This design comes from an exercise in tuning for small area, a short achievable clock period and few clock cycles per item on the open sky130 flow, not from production work.
In this exercise RTL edits were held to simulation tests only and were not proved equivalent to the original.

==> flow/design.v, too long to show whole: its modules and the start of the top module <==
// module bcu_muldiv: 7 lines
// module bcu_kummer: 3399 lines
// module binomial_coefficient_unit: 284 lines
module binomial_coefficient_unit (
  input  logic                            clk_i,
  input  logic                            rst_ni,
  input  logic                            req_valid_i,
  output logic                            req_ready_o,
  input  logic [bcu_pkg::ArgWidth-1:0]    req_total_n_i,
  input  logic [bcu_pkg::ArgWidth-1:0]    req_choose_k_i,
  output logic                            rsp_valid_o,
  input  logic                            rsp_ready_i,
  output logic [bcu_pkg::CoefWidth-1:0]   rsp_coefficient_o,
  output logic [bcu_pkg::StatusWidth-1:0] rsp_status_o
);
  // ...
==> flow/run.sh <==
#!/bin/bash
# synth_recipe.tcl (not shown) runs the flow's synth.tcl, then flattens the netlist and writes it again
# the make line also repeats each setting of config.mk as NAME=value (left out here)
make -C /OpenROAD-flow-scripts/flow DESIGN_CONFIG=/design/flow/config.mk WORK_HOME=/design/flow/orfs CLKGATE_MAP_FILE= SYNTH_SCRIPT=/design/flow/synth_recipe.tcl finish
==> flow/config.mk <==
export PLATFORM = sky130hd
export DESIGN_NAME = binomial_coefficient_unit
export DESIGN_NICKNAME = binomial_coefficient_unit
export VERILOG_FILES = /design/flow/design.v
export SDC_FILE = /design/flow/constraint.sdc
export NUM_CORES = 4
export LEC_CHECK = 0
export CAP_MARGIN = 20
export CORE_MARGIN = 2
export CORE_UTILIZATION = 40
export SLEW_MARGIN = 20
==> flow/constraint.sdc <==
create_clock -name core_clock -period 7.0 [get_ports {clk_i}]
set_input_delay 1.4000 -clock core_clock [delete_from_list [all_inputs] [get_ports {clk_i}]]
set_output_delay 1.4000 -clock core_clock [all_outputs]
set_load 0.01 [all_outputs]
==> impl_metrics.ini, run 1 <==
[critical_path]
required_ns = 7.26
end_kind = flop
reg2reg_from = n_q[4]
critical_path_class = flop to flop
cp_max_fo = 3
slowest_delay_ns = 0.51
worstRegToRegCells = 38

[clocking]
cts_sinks = 130

[placement]
placed_cell_area_sq_um = 43000

[floorplanning]
ioPinCount = 88
taps = 1276
initial_utilization_pct = 40.2

[sta]
max_freq_mhz = 136
setup_viol = 10
postLayoutSetupSlackWorst_ns = -0.333
tightest_slew_ns = 0.967

[cells_and_area]
clk_share_pct = 1.28
fin_area_sq_um = 44900
multiInputGateArea_sq_um = 33200

[detailed_routing]
drc = 0

[synth]
netlist_top_cells_area = fa_1 (20%), ha_1 (10%), nand2_1 (6.6%)
synth_commonest_cells = nand2_1 (685), inv_1 (450), fa_1 (395)
synth_edf_count = 64
synth_cells = 5124
synth_cell_types = 112

[run_status]
failed_checks = negative setup slack
outcome = complete, but fails checks

[global_route]
grt_pass1_vias = 37600

[min_path]
min_to = coef_q[62]
Testbench counts, summed over its fixed seeds: cycles 6,106, requests 1,280.
==> run 2: changes to the inputs <==
--- a/flow/config.mk
+++ b/flow/config.mk
@@ -6,4 +6,5 @@
 export NUM_CORES = 4
 export LEC_CHECK = 0
+export ABC_AREA = 1
 export CAP_MARGIN = 20
 export CORE_MARGIN = 2
==> run 2 against run 1 <==
  * Still fails the layout checks on negative setup slack
  * Core utilization down 0.68 points
  * Final cell count grew 3.5%
  * Clock skew is 0.015 ns higher
  * Sequential share of layout area grew 0.66 points
  * Die area decreased by 6.8%
  * Global-route usage down 0.96 points
  * Fmax is 0.48% lower
  * Worst setup slack lost 0.035 ns
  * Critical endpoint is now f_q[6]
  * Area after synthesis is 6.9% lower
==> impl_metrics.ini, run 2 <==
[min_path]
hp-class = flop to flop

[detailed_routing]
drtAntennaViolNets = 0
drt-total-wl_um = 120000
vias = 36400
drc = 0
routedWlPerCell_um = 17.5
drt_iter0_markers = 3147
vias_per_cell = 5.32
drt_pre_antenna_iters = 8

[cells_and_area]
areaGrowthSynthToFinish_pct = 13.9
largest_reg_flops = 64
layout_common_cells = nand2_1 (1402), inv_1 (1017), nor2_1 (426)
final_common_cell = nand2_1
top_register = coef_q
layout.nets = 6393
utilization_pct = 45.8
fin_area_sq_um = 41100
diodes = 0
drive_gt1_share_pct = 11.0

[critical_path]
endpoint = f_q[6]
worstRegToRegCells = 43
crit_path_frequent_cell = buf_4
critical_path.slowest_cell = fa_1
slowest_delay_ns = 0.55
r2r_slack_ns = -0.37
startpoint = e3_q[0]
rr_endpoint = f_q[6]
critical_path_class = flop to flop
arrival_ns = 7.69
required_ns = 7.33
reg2reg_from = e3_q[0]
cp-start-kind = flop
end_kind = flop
cp_max_fo = 5

[global_route]
grt_busiest_layer = met2
use_met2_pct = 44.5
grt_pass1_vias = 35900
grt_pass1_wl_um = 194000
grt_overflow = 0
antenna_found_initial = 0
grt.total_usage_pct = 26.0
grt_max_degree = 67
grt_use_met1_pct = 34.8
globalRouteMet3Util_pct = 2.42

[floorplanning]
die_y_um = 304
die_x_um = 304
fp.coreArea_sq_um = 89700
ioPinCount = 88
dieArea_sq_um = 92700
core.rowCount = 110
initial_utilization_pct = 40.2

[clocking]
cts_tree = done
numCtsBuffers = 17
clk_pin_slew_ns = 0.08
cts_sinks = 130
cts_max_level = 4
cts_root_buf = clkbuf_16
cts_buffer_depth = 2
clk_latency_ns = 0.50

[synth]
ys_warn_count = 4
netlist_top_cells_area = fa_1 (22%), nand2_1 (15%), ha_1 (11%)
synth_cells = 5441
synth_area_leader_cell = fa_1
synth_top_cell_area_share_pct = 21.9
synthArstFlopShare_pct = 1.54
synth_most_common_cell = nand2_1
dominantRegCellSynth = edfxtp_1
netlist_area_sq_um = 36100
synth_nets = 6178
yosysSeqAreaShare_pct = 9.01
ys_ff_latch = 130
synth_cell_types = 82
synth_edf_count = 64
synth.avg_cell_area_sq_um = 6.63
synth_commonest_cells = nand2_1 (1413), inv_1 (1036), nor2_1 (442)

[sta]
setup_viol = 36
tns_ns = -8.74
tightest_slew_ns = 1.02
fin_crit_sh_pct = 105
postLayoutSetupSlackWorst_ns = -0.368
maxSlewViolCount = 0
finalHoldViolCount = 0
clock_skew_ns = 0.0342
timing.hold.ws_ns = 0.564
max_freq_mhz = 136
grt_setup_unrepaired = yes
relSlewSlack_pct = 32.2
min_period_ns = 7.37

[flow_run]
cap_violations = 0

[run_status]
failed_checks = negative setup slack
outcome = complete, but fails checks

[placement]
place_ws_ns = -0.421
finalWeightedCongestion = 0.958
placed_cell_area_sq_um = 39500
dp_hpwl_um = 94600
portBuffers = 87
run 2: worst min-delay path by stage:
stage | slack, ns | start | depth (start not counted) | endpoint
after floorplan | 0.50 | coef_q[63] | 2 | coef_q[63]
after global placement | 0.55 | coef_q[63] | 2 | coef_q[63]
after detailed placement | 0.54 | coef_q[63] | 2 | coef_q[63]
after CTS | 0.56 | coef_q[63] | 2 | coef_q[63]
after global routing | 0.61 | coef_q[63] | 2 | coef_q[63]
final | 0.56 | coef_q[63] | 2 | coef_q[63]
run 2: cells by family after synthesis:
family	Yosys count	synth area share, %
mux	3	0.0832
simple gates	2227	25.7
flops	130	9.01
compound gates	947	15.4
xor+xnor	116	2.81
fa+ha+maj	723	33.2
buf+inv	1295	13.8
run 2: area by class of cell:
cell class	instances	area (sq um)
inverter	1081	4070
sequential	130	3250
clock buffer	21	473
multi-input combinational	4016	28400
clock inverter	11	92.6
fill	9325	48600
tap	1176	1470
timing repair inverter	1	7.51
timing repair buffer	409	3370
run 2: timing repair:
item / 4_1_cts / 5_1_grt
hold buffers: 0 / 0
cloned: 1 / 0
resized for setup: 74 / 70
endpoints found under the setup margin: 36 / 56
setup buffers: 48 / 19
pin swaps: 39 / 28
run 2: routing by layer:
layer,vias to the layer above,wire (um)
met5,-,0
met4,0,2960
met3,189,6780
met2,1216,56800
met1,17500,53100
li1,17500,-
run 2: critical path, delay by kind of cell (launching register included):
family / cells / cell delay [ns]
compound gates: 12 / 1.83
xor+xnor: 1 / 0.16
fa+ha+maj: 5 / 2.09
buf+inv: 14 / 1.61
flops: 1 / 0.42
simple gates: 11 / 1.11
run 2: through the flow:
stage	instances
3_5_place_dp	6746
3_3_place_gp	6746
2_1_floorplan	5441
5_1_grt	6845
6_report	6845
4_1_cts	6826

[afterwards: timing with drivers on the ports]
The flow's constraints put no driver on any port. The routed layouts listed below were extracted and timed again, unchanged, in two steps. Step 1 assumes that a clkbuf_16 drives the clock port and a buf_2 every other input. Step 2, shift: input delay + t, output delay - t, t = (earliest + latest rising clock arrival at the registers) / 2. This alone moves slack from input paths to output paths. a / b / c = ideal ports / drivers / drivers and shift; a / b = the first two.
| run | t (ns) | setup slack, ns | worst slew at a driven data input, ns |
|---|---|---|---|
| run 1 | 0.554 | -0.333 / -0.333 / -0.333 | 0.07 |
| run 2 | 0.548 | -0.368 / -0.368 / -0.368 | 0.05 |
